Context: an optimization exercise on an open-source flow, tuned for small area and a short achievable clock period. The choices shown serve that exercise and are no tape-out recipe.
The RTL was checked by simulation tests, not by an equivalence proof against the original design.
Power and IR drop assume default switching activity.

## before
==> module flit_serializer, before the edit <==
module flit_serializer (
    input  wire        clk,
    input  wire        reset,
    input  wire [66:0] flit_in,
    output wire        full,
    output wire [6:0]  serial_out
);
    reg         busy;
    wire        accept;
    reg  [3:0]  count;
    reg  [59:0] shift_q;
    assign accept = flit_in[66] && !busy;
    always @(posedge clk) begin
        if (reset) begin
            busy  <= 1'b0;
            count <= 4'd0;
        end else if (accept) begin
            busy  <= 1'b1;
            count <= 4'd0;
        end else if (busy) begin
            count <= count + 4'd1;
            if (count == 4'd15)
                busy <= 1'b0;
        end
    end
    reg  [3:0]  top_n;
    reg  [1:0]  vc_n;
    always @(posedge clk) begin
        shift_q[59:0] <= (flit_in[59:0] & {60{accept}}) | ({shift_q[55:0], 4'd0} & {60{busy}});
        top_n         <= ~((flit_in[63:60] & {4{accept}}) | (shift_q[59:56] & {4{busy}}));
    end
    always @(posedge clk) begin
        vc_n <= ~((flit_in[65:64] & {2{accept}}) | (~vc_n & {2{busy}}));
    end
    reg         busy_pin;
    always @(posedge clk) begin
        if (reset)
            busy_pin <= 1'b0;
        else
            busy_pin <= accept || (busy_pin && count != 4'd15);
    end
    assign full       = busy;
    assign serial_out = {busy_pin, vc_n, top_n};
endmodule
==> module mesh_router, before the edit <==
module mesh_router #(
    parameter ROUTER_X     = 1,
    parameter ROUTER_Y     = 1,
    parameter BUFFER_DEPTH = 2
) (
    input  wire         clk,
    input  wire         reset,
    input  wire [267:0] in_link,
    output wire [3:0]   in_full,
    output wire [267:0] out_link,
    input  wire [3:0]   out_full
);
    localparam MESH_DIM = 3;
    localparam [3:0] EDGE_IN = {ROUTER_X == 1, ROUTER_Y == 1, ROUTER_X == MESH_DIM, ROUTER_Y == MESH_DIM};
    function automatic [3:0] can_go(input integer i);
        begin
            if (EDGE_IN[i])
                can_go = 4'b1111;
            else if (i == 0 || i == 2)
                can_go = {ROUTER_X == 1, 1'b1, ROUTER_X == MESH_DIM, 1'b1};
            else if (i == 3)
                can_go = 4'b0111;
            else
                can_go = 4'b1101;
        end
    endfunction
    function automatic [3:0] can_come(input integer d);
        integer k;
        begin
            for (k = 0; k < 4; k = k + 1)
                can_come[k] = can_go(k) >> d;
        end
    endfunction
    function automatic [1:0] route(input [2:0] dest_x, input [2:0] dest_y);
        reg [2:0] cx;
        reg [2:0] cy;
        begin
            cx = dest_x;
            cy = dest_y;
            if (cx < 3'd1)
                cx = 3'd1;
            if (cx > MESH_DIM)
                cx = MESH_DIM;
            if (cy < 3'd1)
                cy = 3'd1;
            if (cy > MESH_DIM)
                cy = MESH_DIM;
            if (cx > ROUTER_X)
                route = 2'd1;
            else if (cx < ROUTER_X)
                route = 2'd3;
            else if (cy > ROUTER_Y)
                route = 2'd0;
            else if (cy < ROUTER_Y)
                route = 2'd2;
            else if (dest_x == 3'd0)
                route = 2'd3;
            else if (dest_x == MESH_DIM + 1)
                route = 2'd1;
            else if (dest_y == 3'd0)
                route = 2'd2;
            else
                route = 2'd0;
        end
    endfunction
    wire [65:0] head [0:3];
    wire [3:0]  head_valid;
    wire [3:0]  pop;
    wire [3:0]  ready;
    wire [3:0]  request [0:3];
    wire [3:0]  grant   [0:3];
    genvar i;
    generate
        for (i = 0; i < 4; i = i + 1) begin : g_in
            reg  [65:0] e0;
            reg  [65:0] e1;
            reg  [1:0]  dir;      
            reg         v0;
            reg         v0e;      
            reg         v1;
            reg         nv1;      
            wire        push;
            wire [65:0] din = in_link[i*67 +: 66];
            assign in_full[i]    = v1;
            assign push          = in_link[i*67+66] && !v1;
            assign head[i]       = e0;
            assign head_valid[i] = v0;
            always @(posedge clk) begin
                if (reset) begin
                    v0  <= 1'b0;
                    v0e <= 1'b0;
                    v1  <= 1'b0;
                    nv1 <= 1'b1;
                end else begin
                    v0  <= (v0 && !pop[i]) || v1 || push;
                    v0e <= (v0e && !pop[i]) || v1 || push;
                    v1  <= (v1 && !pop[i]) || (v0 && !pop[i] && push);
                    nv1 <= !((v1 && !pop[i]) || (v0 && !pop[i] && push));
                end
            end
            wire [65:0] e1_next = (e1 & {66{v1}}) | (din & {66{nv1}});
            always @(posedge clk) begin
                if (!v0e || pop[i]) begin
                    e0  <= e1_next;
                    dir <= route(e1_next[63:61], e1_next[60:58]);
                end
            end
            always @(posedge clk) begin
                e1 <= e1_next;
            end
            genvar o;
            for (o = 0; o < 4; o = o + 1) begin : g_req
                assign request[o][i] = v0 && (dir == o) && ((can_go(i) >> o) & 1);
            end
            assign pop[i] = (grant[0][i] && ready[0]) || (grant[1][i] && ready[1]) ||
                            (grant[2][i] && ready[2]) || (grant[3][i] && ready[3]);
        end
    endgenerate
    genvar d;
    generate
        for (d = 0; d < 4; d = d + 1) begin : g_out
            reg  [65:0] pick;
            reg         valid_q;
            reg  [65:0] flit_q;
            integer     k;
            assign ready[d] = !valid_q || !out_full[d];
            port_arbiter #(.MASK(can_come(d))) arb_inst (
                .clk     (clk),
                .reset   (reset),
                .request (request[d]),
                .advance (ready[d]),
                .grant   (grant[d])
            );
            always @(*) begin
                pick = flit_q & {66{!ready[d]}};
                for (k = 0; k < 4; k = k + 1)
                    pick = pick | (head[k] & {66{grant[d][k] && ready[d]}});
            end
            always @(posedge clk) begin
                if (reset)
                    valid_q <= 1'b0;
                else if (ready[d])
                    valid_q <= |grant[d];
            end
            always @(posedge clk) begin
                flit_q <= pick;
            end
            assign out_link[d*67 +: 67] = {valid_q, flit_q};
        end
    endgenerate
endmodule
==> module mesh_edge_side, before the edit <==
module mesh_edge_side (
    input  wire         clk,
    input  wire         reset,
    input  wire [6:0]   serial_in,
    input  wire [1:0]   sel,
    output wire [6:0]   serial_out,
    output wire [200:0] to_mesh,
    input  wire [200:0] from_mesh,
    output wire [2:0]   from_mesh_full
);
    wire [6:0] ser_out [0:2];
    genvar p;
    generate
        for (p = 0; p < 3; p = p + 1) begin : g_port
            wire [6:0] port_in = {serial_in[6] && (sel == p), serial_in[5:0]};
            flit_deserializer deser_inst (
                .clk       (clk),
                .reset     (reset),
                .serial_in (port_in),
                .flit_out  (to_mesh[p*67 +: 67])
            );
            flit_serializer ser_inst (
                .clk        (clk),
                .reset      (reset),
                .flit_in    (from_mesh[p*67 +: 67]),
                .full       (from_mesh_full[p]),
                .serial_out (ser_out[p])
            );
        end
    endgenerate
    wire       s0 = (sel == 2'd0);
    wire       s1 = (sel == 2'd1);
    wire       s2 = (sel == 2'd2);
    wire [5:0] data = ~((ser_out[0][5:0] & {6{s0}}) | (ser_out[1][5:0] & {6{s1}}) |
                        (ser_out[2][5:0] & {6{sel[1]}}));
    wire       vld  = (ser_out[0][6] && s0) || (ser_out[1][6] && s1) || (ser_out[2][6] && s2);
    assign serial_out = {vld, data};
endmodule
==> flow/config.mk <==
export PLATFORM = sky130hd
export DESIGN_NAME = noc_mesh
export DESIGN_NICKNAME = noc_mesh
export VERILOG_FILES = /design/flow/design.v
export SDC_FILE = /design/flow/constraint.sdc
export NUM_CORES = 8
export LEC_CHECK = 0
export CAP_MARGIN = 20
export CORE_MARGIN = 2
export CORE_UTILIZATION = 60
export CTS_CLUSTER_DIAMETER = 100
export CTS_CLUSTER_SIZE = 20
export PLACE_DENSITY = 0.65
export SETUP_SLACK_MARGIN = 3.0
export SLEW_MARGIN = 20
==> flow/constraint.sdc <==
create_clock -name core_clock -period 6.0 [get_ports {clk}]
set_input_delay 1.2000 -clock core_clock [delete_from_list [all_inputs] [get_ports {clk}]]
set_output_delay 1.2000 -clock core_clock [all_outputs]
set_load 0.01 [all_outputs]
run.sh (not shown) runs the stock make flow with config.mk's settings and CLKGATE_MAP_FILE= SYNTH_SCRIPT=/design/flow/synth_recipe.tcl, a recipe that flattens the netlist after the stock synthesis.
#### Input delta (after over before)
diff --git a/flow/design.v b/flow/design.v
--- a/flow/design.v
+++ b/flow/design.v
@@ -102,13 +102,14 @@
     output wire        full,
     output wire [6:0]  serial_out
 );
     reg         busy;
     wire        accept;
     reg  [3:0]  count;
-    reg  [59:0] shift_q;
+    reg  [63:0] shift_q;
+    reg  [1:0]  vc_q;
     assign accept = flit_in[66] && !busy;
     always @(posedge clk) begin
         if (reset) begin
             busy  <= 1'b0;
             count <= 4'd0;
         end else if (accept) begin
@@ -117,30 +118,20 @@
         end else if (busy) begin
             count <= count + 4'd1;
             if (count == 4'd15)
                 busy <= 1'b0;
         end
     end
-    reg  [3:0]  top_n;
-    reg  [1:0]  vc_n;
     always @(posedge clk) begin
-        shift_q[59:0] <= (flit_in[59:0] & {60{accept}}) | ({shift_q[55:0], 4'd0} & {60{busy}});
-        top_n         <= ~((flit_in[63:60] & {4{accept}}) | (shift_q[59:56] & {4{busy}}));
+        shift_q <= (flit_in[63:0] & {64{accept}}) | ({shift_q[59:0], 4'd0} & {64{busy}});
     end
     always @(posedge clk) begin
-        vc_n <= ~((flit_in[65:64] & {2{accept}}) | (~vc_n & {2{busy}}));
-    end
-    reg         busy_pin;
-    always @(posedge clk) begin
-        if (reset)
-            busy_pin <= 1'b0;
-        else
-            busy_pin <= accept || (busy_pin && count != 4'd15);
+        vc_q <= (flit_in[65:64] & {2{accept}}) | (vc_q & {2{busy}});
     end
     assign full       = busy;
-    assign serial_out = {busy_pin, vc_n, top_n};
+    assign serial_out = {busy, vc_q, shift_q[63:60]};
 endmodule
 `default_nettype wire
 `default_nettype none
 module mesh_router #(
     parameter ROUTER_X     = 1,
     parameter ROUTER_Y     = 1,
@@ -214,42 +205,37 @@
     wire [3:0]  grant   [0:3];
     genvar i;
     generate
         for (i = 0; i < 4; i = i + 1) begin : g_in
             reg  [65:0] e0;
             reg  [65:0] e1;
-            reg  [1:0]  dir;      
             reg         v0;
-            reg         v0e;      
             reg         v1;
             reg         nv1;      
             wire        push;
             wire [65:0] din = in_link[i*67 +: 66];
+            wire [1:0]  dir = route(e0[63:61], e0[60:58]);
             assign in_full[i]    = v1;
             assign push          = in_link[i*67+66] && !v1;
             assign head[i]       = e0;
             assign head_valid[i] = v0;
             always @(posedge clk) begin
                 if (reset) begin
                     v0  <= 1'b0;
-                    v0e <= 1'b0;
                     v1  <= 1'b0;
                     nv1 <= 1'b1;
                 end else begin
                     v0  <= (v0 && !pop[i]) || v1 || push;
-                    v0e <= (v0e && !pop[i]) || v1 || push;
                     v1  <= (v1 && !pop[i]) || (v0 && !pop[i] && push);
                     nv1 <= !((v1 && !pop[i]) || (v0 && !pop[i] && push));
                 end
             end
             wire [65:0] e1_next = (e1 & {66{v1}}) | (din & {66{nv1}});
             always @(posedge clk) begin
-                if (!v0e || pop[i]) begin
-                    e0  <= e1_next;
-                    dir <= route(e1_next[63:61], e1_next[60:58]);
-                end
+                if (!v0 || pop[i])
+                    e0 <= e1_next;
             end
             always @(posedge clk) begin
                 e1 <= e1_next;
             end
             genvar o;
             for (o = 0; o < 4; o = o + 1) begin : g_req
@@ -324,14 +310,14 @@
             );
         end
     endgenerate
     wire       s0 = (sel == 2'd0);
     wire       s1 = (sel == 2'd1);
     wire       s2 = (sel == 2'd2);
-    wire [5:0] data = ~((ser_out[0][5:0] & {6{s0}}) | (ser_out[1][5:0] & {6{s1}}) |
-                        (ser_out[2][5:0] & {6{sel[1]}}));
+    wire [5:0] data = (ser_out[0][5:0] & {6{s0}}) | (ser_out[1][5:0] & {6{s1}}) |
+                      (ser_out[2][5:0] & {6{sel[1]}});
     wire       vld  = (ser_out[0][6] && s0) || (ser_out[1][6] && s1) || (ser_out[2][6] && s2);
     assign serial_out = {vld, data};
 endmodule
 `default_nettype wire
 `default_nettype none
 module noc_mesh (
==> results.txt <==
NOTE netlist area before placement before->after decreased slightly
Looking at sequential power across after and before, the one that comes out higher is before.
In after the clock sink total turned out 120 lower than in before.
Higher headroom to the max-slew limit goes to before over after.
Summary: with before as the reference, routed wire length in after moved down slightly.
after vs before, sequential portion of the cell area went down by 0.28 points.
after reports a higher number of cells on the worst reg-to-reg path than before does.
The global-route layer with the greatest usage comes out met2 in one run and met1 in the other, namely in after and before respectively.
Count of sequential standard cells for after: 120 down relative to before

## static timing again, ports no longer ideal
The flow's constraints put no driver on any port. The routed layouts listed below were extracted and timed again, unchanged, in two steps. Step 1 (the two cells are an assumption about what drives the block):
set clk [get_ports {clk}]
set_driving_cell -lib_cell sky130_fd_sc_hd__clkbuf_16 $clk
set_driving_cell -lib_cell sky130_fd_sc_hd__buf_2 [delete_from_list [all_inputs] $clk]
Step 2 adds t to the input delays and takes it off the output delays; t is the mean of the earliest and latest rising clock arrival at the registers after step 1. Input paths then give back, and output paths get back, about the clock's delay inside the block. Three values: no drivers, after step 1, after step 2; two values: the first two.
run	shift t [ns]	setup slack, ns	clock arrival spread, ns	slew at the worst register clock pin (ns)
before	1.232	2.766 / 2.633 / 2.567	0.063 / 0.063	0.09 / 0.09
after	1.232	2.821 / 2.689 / 2.298	0.064 / 0.064	0.10 / 0.10
After both steps every run listed still meets setup and hold. The setup slack of after, which loses most, moves by -0.132 ns with the drivers and by -0.523 ns with both steps.
